Source: an optimization exercise on an open RTL-to-GDS flow (aim: small area, a short achievable clock period and few clock cycles per item). Production flows keep margins and buffers that such runs may drop.
Where RTL was checked, it was by simulation tests only, not by an equivalence proof against the original.
Power figures rest on the tool's default switching activity, not on a simulated workload.

## de1soc_top
module de1soc_top (
    input  logic        clock,
    input  logic        reset,
    input  logic [31:0] in_data,
    input  logic        in_valid,
    output logic        upstream_stall,
    output logic [31:0] out_data,
    output logic        out_valid,
    input  logic        downstream_stall
);
    localparam int CH = 10;
    logic        b_v;        
    logic        b_soft;     
    logic        b_last;
    logic        b_first;    
    logic        b_stepn;    
    logic        b_wt;       
    logic [17:0] b_s;
    logic [4:0]  b_idx;      
    logic        nf;         
    logic        take, take_s, wt;
    logic        rdy;        
    assign take   = in_valid && rdy && !reset;
    assign take_s = take && !in_data[31];
    assign wt     = nf || (b_idx <= 5'd26);      
    always_ff @(posedge clock) begin
        b_v     <= take_s;
        b_soft  <= take && in_data[31];
        b_last  <= in_data[30];
        b_first <= take_s && nf;
        b_stepn <= take_s && !nf && wt;
        b_wt    <= take_s && wt;
        b_s     <= in_data[17:0];
        if (reset) begin
            nf <= 1'b1;
        end else if (take) begin
            if (in_data[31]) begin
  ...
Size: roughly 740 flip-flops, about 42000 um2 of cells after synthesis.
==> flow/config.mk <==
export PLATFORM = sky130hd
export DESIGN_NAME = de1soc_top
export DESIGN_NICKNAME = de1soc_top
export VERILOG_FILES = /design/flow/design.v
export SDC_FILE = /design/flow/constraint.sdc
export NUM_CORES = 4
export LEC_CHECK = 0
export CAP_MARGIN = 20
export CORE_MARGIN = 2
export CORE_UTILIZATION = 40
export CTS_CLUSTER_DIAMETER = 70
export CTS_CLUSTER_SIZE = 25
export SLEW_MARGIN = 20
==> flow/constraint.sdc <==
create_clock -name core_clock -period 16.0 [get_ports {clock}]
set_input_delay 3.2000 -clock core_clock [delete_from_list [all_inputs] [get_ports {clock}]]
set_output_delay 3.2000 -clock core_clock [all_outputs]
set_load 0.01 [all_outputs]
standard.sh (not shown) runs the stock make flow with config.mk's settings and CLKGATE_MAP_FILE= SYNTH_SCRIPT=/design/flow/synth_recipe.tcl, a recipe that flattens the netlist after the stock synthesis.
==> flow/flow/run.sh <==
#!/bin/bash
# The standard layout (standard.sh), except that timing repair aims for
# 11.7 ns of setup slack on the 16 ns clock (paths of about 4.3 ns) instead of 0,
# and the port buffers are buf_4 cells rather than the flow's default pick.
# The make output goes to flow_make.log; ORFS keeps each step's log under
# orfs/logs/.
set -euo pipefail
bash standard.sh SETUP_SLACK_MARGIN=11.7 'BUFFER_PORTS_ARGS=-buffer_cell sky130_fd_sc_hd__buf_4' finish > flow_make.log 2>&1
Testbench counts at the start, summed over its fixed seeds: cycles 14,504, frames 512.
==> next run, changes <==
--- a/flow/design.v
+++ b/flow/design.v
@@ -361,29 +361,27 @@
     logic [2:0] one, two, neg;
     for (genvar d = 0; d < 3; d++) begin : g_booth
         logic b2, b1, b0;
         assign b0 = (d == 0) ? 1'b0 : wl[2*d-1];
         assign b1 = wl[2*d];
         assign b2 = (d == 2) ? wl[4] : wl[2*d+1];
         assign one[d] = b1 ^ b0;
         assign two[d] = (b2 & !b1 & !b0) | (!b2 & b1 & b0);
         assign neg[d] = b2 & !(b1 & b0);
     end
     logic        x_v;
-    logic [3:0]  x_c;
     logic [24:0] x_q;
     logic [3:0]  x_pc;
     logic [2:0]  x_one, x_two, x_neg;
     always_ff @(posedge clock) begin
         x_v <= !reset && seq;
-        x_c <= cs;
         {x_pc, x_q} <= qs;
         x_one <= one;
         x_two <= two;
         x_neg <= neg;
     end
     function automatic logic [51:0] csa(input logic [25:0] a, input logic [25:0] b,
                                         input logic [25:0] c);
         logic [25:0] s, k;
         s = a ^ b ^ c;
         k = (a & b) | (a & c) | (b & c);
         csa = {k[24:0], 1'b0, s};
@@ -401,48 +399,50 @@
     assign ones = 3'd3 + 3'(x_neg[0]) + 3'(x_neg[1]) + 3'(x_neg[2]);
     assign corr = {1'b0, {5{x_pc[3]}}, {5{x_pc[2]}}, {5{x_pc[1]}}, {5{x_pc[0]}}, 2'b0, ones};
     logic [25:0] r1s, r1c, r2s, r2c, r3s, r3c, r4s, r4c, r5s, r5c;
     logic [25:0] r6s, r6c;
     assign {r1c, r1s} = csa(qx << 5, ~qx, vn_sh);
     assign {r2c, r2s} = csa(pp[0], pp[1], pp[2]);
     assign {r3c, r3s} = csa({vn_sh[24:0], 1'b1}, corr, r1s);
     assign {r4c, r4s} = csa(r1c, r2s, r2c);
     assign {r5c, r5s} = csa(r3s, r3c, r4s);
     assign {r6c, r6s} = csa(r4c, r5s, r5c);
     logic        z_v;
-    logic [3:0]  z_c;
-    logic [25:0] z_s, z_c2;
+    logic [17:0] z_s, z_c2;      
+    logic        z_c8;           
+    logic [8:0]  low;
+    assign low = {1'b0, r6s[7:0]} + {1'b0, r6c[7:0]};
     always_ff @(posedge clock) begin
         z_v  <= !reset && x_v;
-        z_c  <= x_c;
-        z_s  <= r6s;
-        z_c2 <= r6c;
+        z_s  <= r6s[25:8];
+        z_c2 <= r6c[25:8];
+        z_c8 <= low[8];
     end
-    logic [25:0] tot;
-    assign tot = z_s + z_c2;
+    logic [17:0] tot;
+    assign tot = z_s + z_c2 + 18'(z_c8);
     always_ff @(posedge clock) begin
         if (reset) begin
             seq  <= 1'b0;
             slot <= '0;
         end else if (xfer) begin
             seq  <= 1'b1;
             slot <= '0;
         end else if (seq) begin
             slot <= slot + 4'd1;
             if (slot == 4'd9) seq <= 1'b0;
         end
     end
     logic [CH*18-1:0] rbuf;
     for (genvar c = 0; c < CH; c++) begin : g_rbuf
         always_ff @(posedge clock) begin
-            if (z_v && z_c == 4'(c)) rbuf[c*18 +: 18] <= tot[25:8];
+            if (z_v && wcnt == 4'(pos_of(c))) rbuf[c*18 +: 18] <= tot;
         end
     end
     logic [3:0]  och;        
     logic        oload;
     logic        ordy;       
     logic [17:0] cur;
     logic        o_last;
     logic [17:0] o_val;
     logic        o_sgn;
     logic        ovn;        
     assign oload = ovn || !downstream_stall;
What happened:
- global-route usage decreases by 0.62 points
- utilization increases by 0.34 points
- final cell count stays flat
- via count decreases slightly
- worst setup slack gets worse by 13 ps
- wire length decreases by a few percent
Testbench counts after the change, summed over its fixed seeds: cycles 14,504, frames 512.


## v5
de1soc_top, a different RTL version from the one above (not shown whole).
Size: about 4000 cells after synthesis, ~740 flip-flops, about 70 I/O pins.
clock: 16.0 ns
lec_check: 0
cap_margin: 20
core_margin: 2
core_utilization: 40
cts_cluster_diameter: 70
cts_cluster_size: 25
slew_margin: 20
Scripts as last shown in full above: flow/flow/run.sh
> inputs changed (v5 -> v2)
--- a/flow/design.v
+++ b/flow/design.v
@@ -236,34 +236,41 @@
     logic        b_wt;       
     logic [17:0] b_s;
     logic [4:0]  b_idx;      
     logic        nf;         
     logic        take, take_s, wt;
     logic        rdy;        
     assign take   = in_valid && rdy && !reset;
     assign take_s = take && !in_data[31];
     assign wt     = nf || (b_idx <= 5'd26);      
+    logic [4:0]    nidx;
+    logic [CH-1:0] b_wrap;
+    assign nidx = nf ? 5'd0 : (b_idx == 5'd28 ? 5'd28 : b_idx + 5'd1);
+    for (genvar c = 0; c < CH; c++) begin : g_wf
+        localparam logic [31:0] wset = wrap_set(c);
+        always_ff @(posedge clock) b_wrap[c] <= take_s && wset[nidx];
+    end
     always_ff @(posedge clock) begin
         b_v     <= take_s;
         b_soft  <= take && in_data[31];
         b_last  <= in_data[30];
         b_first <= take_s && nf;
         b_stepn <= take_s && !nf && wt;
         b_wt    <= take_s && wt;
         b_s     <= in_data[17:0];
         if (reset) begin
             nf <= 1'b1;
         end else if (take) begin
             if (in_data[31]) begin
                 nf <= 1'b1;
             end else begin
                 nf    <= in_data[30];
-                b_idx <= nf ? 5'd0 : (b_idx == 5'd28 ? 5'd28 : b_idx + 5'd1);
+                b_idx <= nidx;
             end
         end
     end
     logic rst_q;
     always_ff @(posedge clock) rst_q <= reset;
     logic [22:0] p;          
     logic [25:0] v;          
     always_ff @(posedge clock) begin
         p <= (b_first ? 23'd0 : p) + (b_wt ? {{5{b_s[17]}}, b_s} : 23'd0);
@@ -311,24 +318,23 @@
     function automatic logic [4:0] weight_of(input int c, input int i);
         int r;
         r = (7 * c + 3 * i) % 31 - 15;
         weight_of = r[4:0];
     endfunction
     localparam int QW = 29;              
     logic [CH*QW-1:0] qv;
     for (genvar c = 0; c < CH; c++) begin : g_ch
         localparam int pos = pos_of(c);
-        localparam logic [31:0] wset = wrap_set(c);
         logic        wrap, rd, clr;
         logic [24:0] q, addend, sum;
         logic [25:0] rc;
         logic [3:0]  pc;             
-        assign wrap = b_v && wset[b_idx];
+        assign wrap = b_wrap[c];
         assign rd   = seq && (slot == 4'(pos));
         assign clr  = rst_q || rd || (b_soft && !(seq && slot < 4'(pos)));
         assign addend = wrap ? {{2{p[22]}}, p} : 25'd0;
         assign rc[0] = 1'b0;
         for (genvar k = 0; k < 25; k++) begin : g_rc
             wire ci = (k % 5 == 0 && k > 0) ? pc[k/5-1] : rc[k];
             assign sum[k]  = q[k] ^ addend[k] ^ ci;
             assign rc[k+1] = (q[k] & addend[k]) | (q[k] & ci) | (addend[k] & ci);
         end
@@ -437,19 +443,18 @@
             if (z_v && z_c == 4'(c)) rbuf[c*18 +: 18] <= tot[25:8];
         end
     end
     logic [3:0]  och;        
     logic        oload;
     logic        ordy;       
     logic [17:0] cur;
     logic        o_last;
     logic [17:0] o_val;
-    logic        o_sgn, o_sgz;
     logic        ovn;        
     assign oload = ovn || !downstream_stall;
     logic [3:0]  wcnt;       
     logic [3:0]  opos;       
     always_comb begin
         opos = '0;
         for (int c = 0; c < 10; c++) if (och == 4'(c)) opos = 4'(pos_of(c));
     end
     always_ff @(posedge clock) begin
@@ -477,26 +482,20 @@
                 if (och == 4'd9) busy <= 1'b0;
             end
         end
     end
     always_ff @(posedge clock) begin
         if (oload) begin
             o_val  <= cur;
             o_last <= (och == 4'd9);
         end
-        if (oload && ordy) begin
-            o_sgn  <= cur[17];
-        end
-        if (oload) begin
-            o_sgz  <= ordy && cur[17];
-        end
     end
-    assign out_data = {1'b0, o_last, {4{o_val[17]}}, {4{o_sgn}}, {4{o_sgz}}, o_val};
+    assign out_data = {1'b0, o_last, {12{o_val[17]}}, o_val};
     logic full_n;
     assign full_n = !reset && !b_soft && !xfer && (comp || full);
     logic stall_n;
     assign stall_n = full_n || ((busy || xfer) && !reset && take_s && in_data[30]);
     always_ff @(posedge clock) begin
         upstream_stall <= stall_n;
         rdy            <= !stall_n;
     end
 endmodule
==> comparison <==
Between v5 and v2, the flow reports sequential cell count increasing slightly. Changes observed in v2 relative to v5: largest net degree at the start of global routing shrank by 2.5%, fraction of met2 tracks used by global routing shrank by 0.26 points. Time the final worst path needs with I/O delays and setup up 0.067 ns in v2 wrt v5. | met3 usage | higher: v2 |. Register fraction of the total cell area: v2 vs v5 up 0.34 points. Fraction of the mapped netlist area in compound gates: v5 vs v2, no meaningful difference. Diff v5 -> v2: net switching power figure increased by 0.69% relative to the old numbers; number of antenna violations at the first check in global routing down 2. v5 and v2 ended up with nearly the same proportion of cell area spent on the clock network. Summary of v2 over v5: wire length per cell up 0.57%; global-route usage up 0.22 points; weighted congestion reported at the end of routability-driven placement up 4.2%.
No run of this note included a check of the RTL's function; only the layout flow was run.


de1soc_top, a different RTL version from the one above (not shown whole).
Size: roughly 740 flip-flops, about 70 I/O pins, about 42000 µm² of cells after synthesis.
==> flow/config.mk <==
export PLATFORM = sky130hd
export DESIGN_NAME = de1soc_top
export DESIGN_NICKNAME = de1soc_top
export VERILOG_FILES = /design/flow/design.v
export SDC_FILE = /design/flow/constraint.sdc
export NUM_CORES = 4
export LEC_CHECK = 0
export CAP_MARGIN = 20
export CORE_MARGIN = 2
export CORE_UTILIZATION = 40
export CTS_CLUSTER_DIAMETER = 70
export CTS_CLUSTER_SIZE = 25
export SLEW_MARGIN = 20
==> flow/constraint.sdc <==
create_clock -name core_clock -period 16.0 [get_ports {clock}]
set_input_delay 3.2000 -clock core_clock [delete_from_list [all_inputs] [get_ports {clock}]]
set_output_delay 3.2000 -clock core_clock [all_outputs]
set_load 0.01 [all_outputs]
run.sh (not shown) runs the stock make flow with config.mk's settings and CLKGATE_MAP_FILE= SYNTH_SCRIPT=/design/flow/synth_recipe.tcl, a recipe that flattens the netlist after the stock synthesis.
Stock flow here: none of the scripts above is used.
The starting point produced a clean layout.
Testbench counts at the start, summed over its fixed seeds: cycles 14,504, frames 512.
Change:
--- a/flow/design.v
+++ b/flow/design.v
@@ -229,26 +229,25 @@
 );
     localparam int CH = 10;
     logic        b_v;        
     logic        b_soft;     
     logic        b_last;
     logic        b_first;    
     logic        b_stepn;    
     logic        b_wt;       
     logic [17:0] b_s;
     logic [4:0]  b_idx;      
     logic        nf;         
     logic        take, take_s, wt;
-    logic        rdy;        
-    assign take   = in_valid && rdy && !reset;
+    assign take   = in_valid && !upstream_stall && !reset;
     assign take_s = take && !in_data[31];
     assign wt     = nf || (b_idx <= 5'd26);      
     always_ff @(posedge clock) begin
         b_v     <= take_s;
         b_soft  <= take && in_data[31];
         b_last  <= in_data[30];
         b_first <= take_s && nf;
         b_stepn <= take_s && !nf && wt;
         b_wt    <= take_s && wt;
         b_s     <= in_data[17:0];
         if (reset) begin
             nf <= 1'b1;
@@ -434,63 +433,55 @@
     logic [CH*18-1:0] rbuf;
     for (genvar c = 0; c < CH; c++) begin : g_rbuf
         always_ff @(posedge clock) begin
             if (z_v && z_c == 4'(c)) rbuf[c*18 +: 18] <= tot[25:8];
         end
     end
     logic [3:0]  och;        
     logic        oload;
     logic        ordy;       
     logic [17:0] cur;
     logic        o_last;
     logic [17:0] o_val;
-    logic        ovn;        
-    assign oload = ovn || !downstream_stall;
+    assign oload = !out_valid || !downstream_stall;
     logic [3:0]  wcnt;       
     logic [3:0]  opos;       
     always_comb begin
         opos = '0;
         for (int c = 0; c < 10; c++) if (och == 4'(c)) opos = 4'(pos_of(c));
     end
     always_ff @(posedge clock) begin
         if (xfer)     wcnt <= '0;
         else if (z_v) wcnt <= wcnt + 4'd1;
     end
     assign ordy  = busy && (wcnt > opos);
     assign cur   = rbuf[och*18 +: 18];
     always_ff @(posedge clock) begin
         if (reset) begin
             busy      <= 1'b0;
             och       <= '0;
             out_valid <= 1'b0;
-            ovn       <= 1'b1;
         end else begin
-            if (oload) begin
-                out_valid <= ordy;
-                ovn       <= !ordy;
-            end
+            if (oload) out_valid <= ordy;
             if (xfer) begin
                 busy <= 1'b1;
                 och  <= '0;
             end else if (ordy && oload) begin
                 och <= och + 4'd1;
                 if (och == 4'd9) busy <= 1'b0;
             end
         end
     end
     always_ff @(posedge clock) begin
         if (oload) begin
             o_val  <= cur;
             o_last <= (och == 4'd9);
         end
     end
     assign out_data = {1'b0, o_last, {12{o_val[17]}}, o_val};
     logic full_n;
     assign full_n = !reset && !b_soft && !xfer && (comp || full);
-    logic stall_n;
-    assign stall_n = full_n || ((busy || xfer) && !reset && take_s && in_data[30]);
     always_ff @(posedge clock) begin
-        upstream_stall <= stall_n;
-        rdy            <= !stall_n;
+        upstream_stall <= full_n || ((busy || xfer) && !reset && take_s && in_data[30]);
     end
 endmodule
 `default_nettype wire
Outcome:
- core utilization is higher by 0.51 points
- design area barely changes
- register-to-register slack is worse by 0.09 ns
- total power is lower by 0.62%
- clock-buffer cell count is higher by 2
- sequential power is lower by about 3%
- global-route usage is lower by 0.27 points
Testbench counts after the change, summed over its fixed seeds: cycles 14,504, frames 512.

==> re-timing with driven ports <==
In the flow no input, the clock included, has a driving cell. The finished layouts below were timed again as built, in two steps. Step 1 sets driving cells, clkbuf_16 on the clock port and buf_2 on the other inputs (assumed; they add their load-dependent delay and slew). Step 2 times the ports against the registers' clock, not the clock port: input delays grow and output delays shrink by t, the midpoint of the rising clock arrivals with the driver on. Slacks: ideal / step 1 / step 2; pairs: ideal / step 1.
run | shift t [ns] | setup slack, ns | worst setup path after step 2 | latest minus earliest clock arrival (ns) | worst register clock-pin slew, ns
the first run of note 1 | 0.680 | 11.539 / 11.473 / 11.233 | input to register | 0.050 / 0.050 | 0.11 / 0.11
the second run of note 1 | 0.696 | 11.526 / 11.458 / 11.229 | input to register | 0.049 / 0.049 | 0.10 / 0.10
v5 | 0.688 | 11.550 / 11.484 / 11.274 | input to register | 0.044 / 0.045 | 0.10 / 0.10
v2 | 0.693 | 11.483 / 11.419 / 11.224 | input to register | 0.066 / 0.066 | 0.10 / 0.10
the first run of note 3 | 0.661 | 11.058 / 10.982 / 11.047 | input to register | 0.023 / 0.024 | 0.10 / 0.10
the second run of note 3 | 0.670 | 11.006 / 10.942 / 11.119 | input to register | 0.040 / 0.040 | 0.11 / 0.11
After both steps setup and hold are still met in every run listed. The setup slack of the first run of note 1, which loses most, moves by -0.066 ns with the drivers and by -0.306 ns with both steps.
